Context: an optimization exercise on an open-source flow, tuned for small area, a short achievable clock period and few clock cycles per item. The choices shown serve that exercise and are no tape-out recipe.
The RTL was checked by simulation tests, not by an equivalence proof against the original design.
Power is estimated from default activity; no workload was simulated.

## run A
Design conv3x3_stream, start of the top module:
module conv3x3_stream
#(
  parameter int DATA_W     = 8,
  parameter int COEF_W     = 8,
  parameter int NORM_SHIFT = 4
) (
  input  logic                  i_clk,
  input  logic                  i_rst,
  input  logic [9*DATA_W-1:0]   i_pixel_data,
  input  logic                  i_pixel_data_valid,
  input  logic                  i_pixel_data_last,
  output logic                  o_pixel_data_ready,
  output logic [DATA_W-1:0]     o_convolved_data,
  output logic                  o_convolved_data_valid,
  output logic                  o_convolved_data_last,
  output logic                  o_convolved_sat,
  input  logic                  i_out_ready,
  input  logic                  i_coef_we,
  input  logic [3:0]            i_coef_addr,
  input  logic [COEF_W-1:0]     i_coef_data,
  input  logic                  i_coef_commit,
  output logic                  o_cfg_pending
);
clock: 5.0 ns
lec_check: 0
cap_margin: 20
core_margin: 2
core_utilization: 65
cts_cluster_diameter: 90
cts_cluster_size: 26
gpl_routability_driven: 0
setup_slack_margin: 2.5
slew_margin: 20
synth_hierarchical: 1
run.sh (not shown) runs the stock make flow with config.mk's settings and CLKGATE_MAP_FILE= SYNTH_SCRIPT=/design/flow/synth_recipe.tcl, a recipe that flattens the netlist after the stock synthesis.
Testbench counts of run A, summed over its fixed seeds: cycles 4,136, items 4,096.
Setup changes, run A to run B
Settings: setting PLACE_DENSITY to 0.75 for the first time; changing CTS_CLUSTER_DIAMETER from 90 to 80; removing GPL_ROUTABILITY_DRIVEN (formerly 0); changing CTS_CLUSTER_SIZE from 26 to 22.
==> run summary <==
Relative to run A, clock group share of total power increased by 1.2 points in run B. Relative to run A, area overhead of the layout relative to synthesis has increased by 0.23 points in run B. Looking at core utilization across run A and run B, the one that comes out lower is run A. Power per cell area up 1.1% in run B wrt run A. Looking at run A and run B, the cell area after placement is a wash. In terms of final hold slack, run B and run A differ only marginally. Per the comparison of run B with run A, count of plain and timing-repair buffers decreased 4; average vias per placed instance essentially unchanged. Summary — setup slack, run B relative to run A: lower, by 0.0042 ns. Against run A, global-route wire length before repair in run B came out worse. For number of clock buffers in the layout, dividing the value from run A by the value from run B gives 0.837.
What run C does differently from run B at the input level:
Settings: CTS_CLUSTER_SIZE changed from 22 to 26; CTS_CLUSTER_DIAMETER changed from 80 to 90; PLACE_DENSITY removed (was 0.75).
### Flow results
- The estimated power of run C ends up lower than the estimate for run B.
- The fraction of area in clock buffers and inverters reported for run C is smaller than that of run B by 0.58 points.
- Summary of run C over run B: total number of sequential cells level, total routed wirelength moved up, logic depth of the worst path, buffers included level, design area moved down, share of final-layout standard cells stronger than drive strength 1 moved up.
- Combinational power up about 2% in run C wrt run B
For run D, these inputs were changed with respect to run C:
Settings: changing CTS_CLUSTER_DIAMETER from 90 to 80; changing CTS_CLUSTER_SIZE from 26 to 22; changing SETUP_SLACK_MARGIN from 2.5 to 2.62.
[summary]
Run D completed; timing, DRC and antenna clean. Compared with run C, run D shows a met2 routing resource usage after global routing that is 1.5 points higher. Per the comparison of run D with run C, power consumption increased about 2.6%; sequential power essentially unchanged.

========
Starting RTL as in the previous note.
## conv3x3_stream
module conv3x3_stream
#(
  parameter int DATA_W     = 8,
  parameter int COEF_W     = 8,
  parameter int NORM_SHIFT = 4
) (
  input  logic                  i_clk,
  input  logic                  i_rst,
  input  logic [9*DATA_W-1:0]   i_pixel_data,
  input  logic                  i_pixel_data_valid,
  input  logic                  i_pixel_data_last,
  output logic                  o_pixel_data_ready,
  output logic [DATA_W-1:0]     o_convolved_data,
  output logic                  o_convolved_data_valid,
  output logic                  o_convolved_data_last,
  output logic                  o_convolved_sat,
  input  logic                  i_out_ready,
  input  logic                  i_coef_we,
  input  logic [3:0]            i_coef_addr,
  input  logic [COEF_W-1:0]     i_coef_data,
  input  logic                  i_coef_commit,
  output logic                  o_cfg_pending
);
  localparam int CAP = 6;    
  localparam int NQ  = 5;    
  localparam int CW  = 3;    
  localparam int PW  = 3;    
  logic        acc;
  logic [71:0] kq;
  ...
==> flow/config.mk <==
export PLATFORM = sky130hd
export DESIGN_NAME = conv3x3_stream
export DESIGN_NICKNAME = conv3x3_stream
export VERILOG_FILES = /design/flow/design.v
export SDC_FILE = /design/flow/constraint.sdc
export NUM_CORES = 4
export LEC_CHECK = 0
export CAP_MARGIN = 20
export CORE_MARGIN = 2
export CORE_UTILIZATION = 65
export CTS_CLUSTER_DIAMETER = 80
export CTS_CLUSTER_SIZE = 22
export SETUP_SLACK_MARGIN = 2.5
export SLEW_MARGIN = 20
export SYNTH_HIERARCHICAL = 1
==> flow/constraint.sdc <==
create_clock -name core_clock -period 5.0 [get_ports {i_clk}]
set_input_delay 1.0000 -clock core_clock [delete_from_list [all_inputs] [get_ports {i_clk}]]
set_output_delay 1.0000 -clock core_clock [all_outputs]
set_load 0.01 [all_outputs]
Testbench counts at the start, summed over its fixed seeds: cycles 4,136, items 4,096.
==> next run, changes <==
Settings changed: CTS_CLUSTER_DIAMETER 80 to 90, CTS_CLUSTER_SIZE 22 to 26, SETUP_SLACK_MARGIN 2.5 to 2.4.
=> The changed run ran to the end with no violations; setup slack got worse by 0.096 ns; final area fell by 1.6%; clock power fell by about 2%; non-clock buffer count fell by 44; die area stays the same; via count fell by 1.5%; routed wire length fell by 1.6%; first-iteration DRC count rose by 26%; area after synthesis stays the same.

## re-timing with driven ports
How much do the figures lean on ideal ports? The routed layouts below were timed once more, with nothing changed but the port constraints.
Step 1 assumes that a clkbuf_16 drives the clock port and a buf_2 every other input.
Step 2, shift: input delay + t, output delay - t, t = (earliest + latest rising clock arrival at the registers) / 2. This alone moves slack from input paths to output paths.
Slacks: ideal / step 1 / step 2; pairs: ideal / step 1.
run	t (ns)	setup slack, ns	worst setup path after step 2	latest minus earliest clock arrival (ns)	worst register clock-pin slew, ns
run A	0.631	2.496 / 2.496 / 1.867	input to register	0.026 / 0.026	0.10 / 0.10
run B	0.665	2.492 / 2.492 / 1.852	input to register	0.024 / 0.025	0.09 / 0.09
run C	0.639	2.471 / 2.471 / 1.868	input to register	0.028 / 0.028	0.10 / 0.10
run D	0.657	2.468 / 2.468 / 1.892	input to register	0.017 / 0.017	0.09 / 0.09
the first run of note 2	0.659	2.471 / 2.471 / 1.843	input to register	0.015 / 0.015	0.09 / 0.09
the second run of note 2	0.651	2.375 / 2.399 / 1.762	input to register	0.023 / 0.023	0.10 / 0.10
After both steps every run listed still meets setup and hold. The setup slack of run B, which loses most, moves by 0.000 ns with the drivers and by -0.640 ns with both steps.
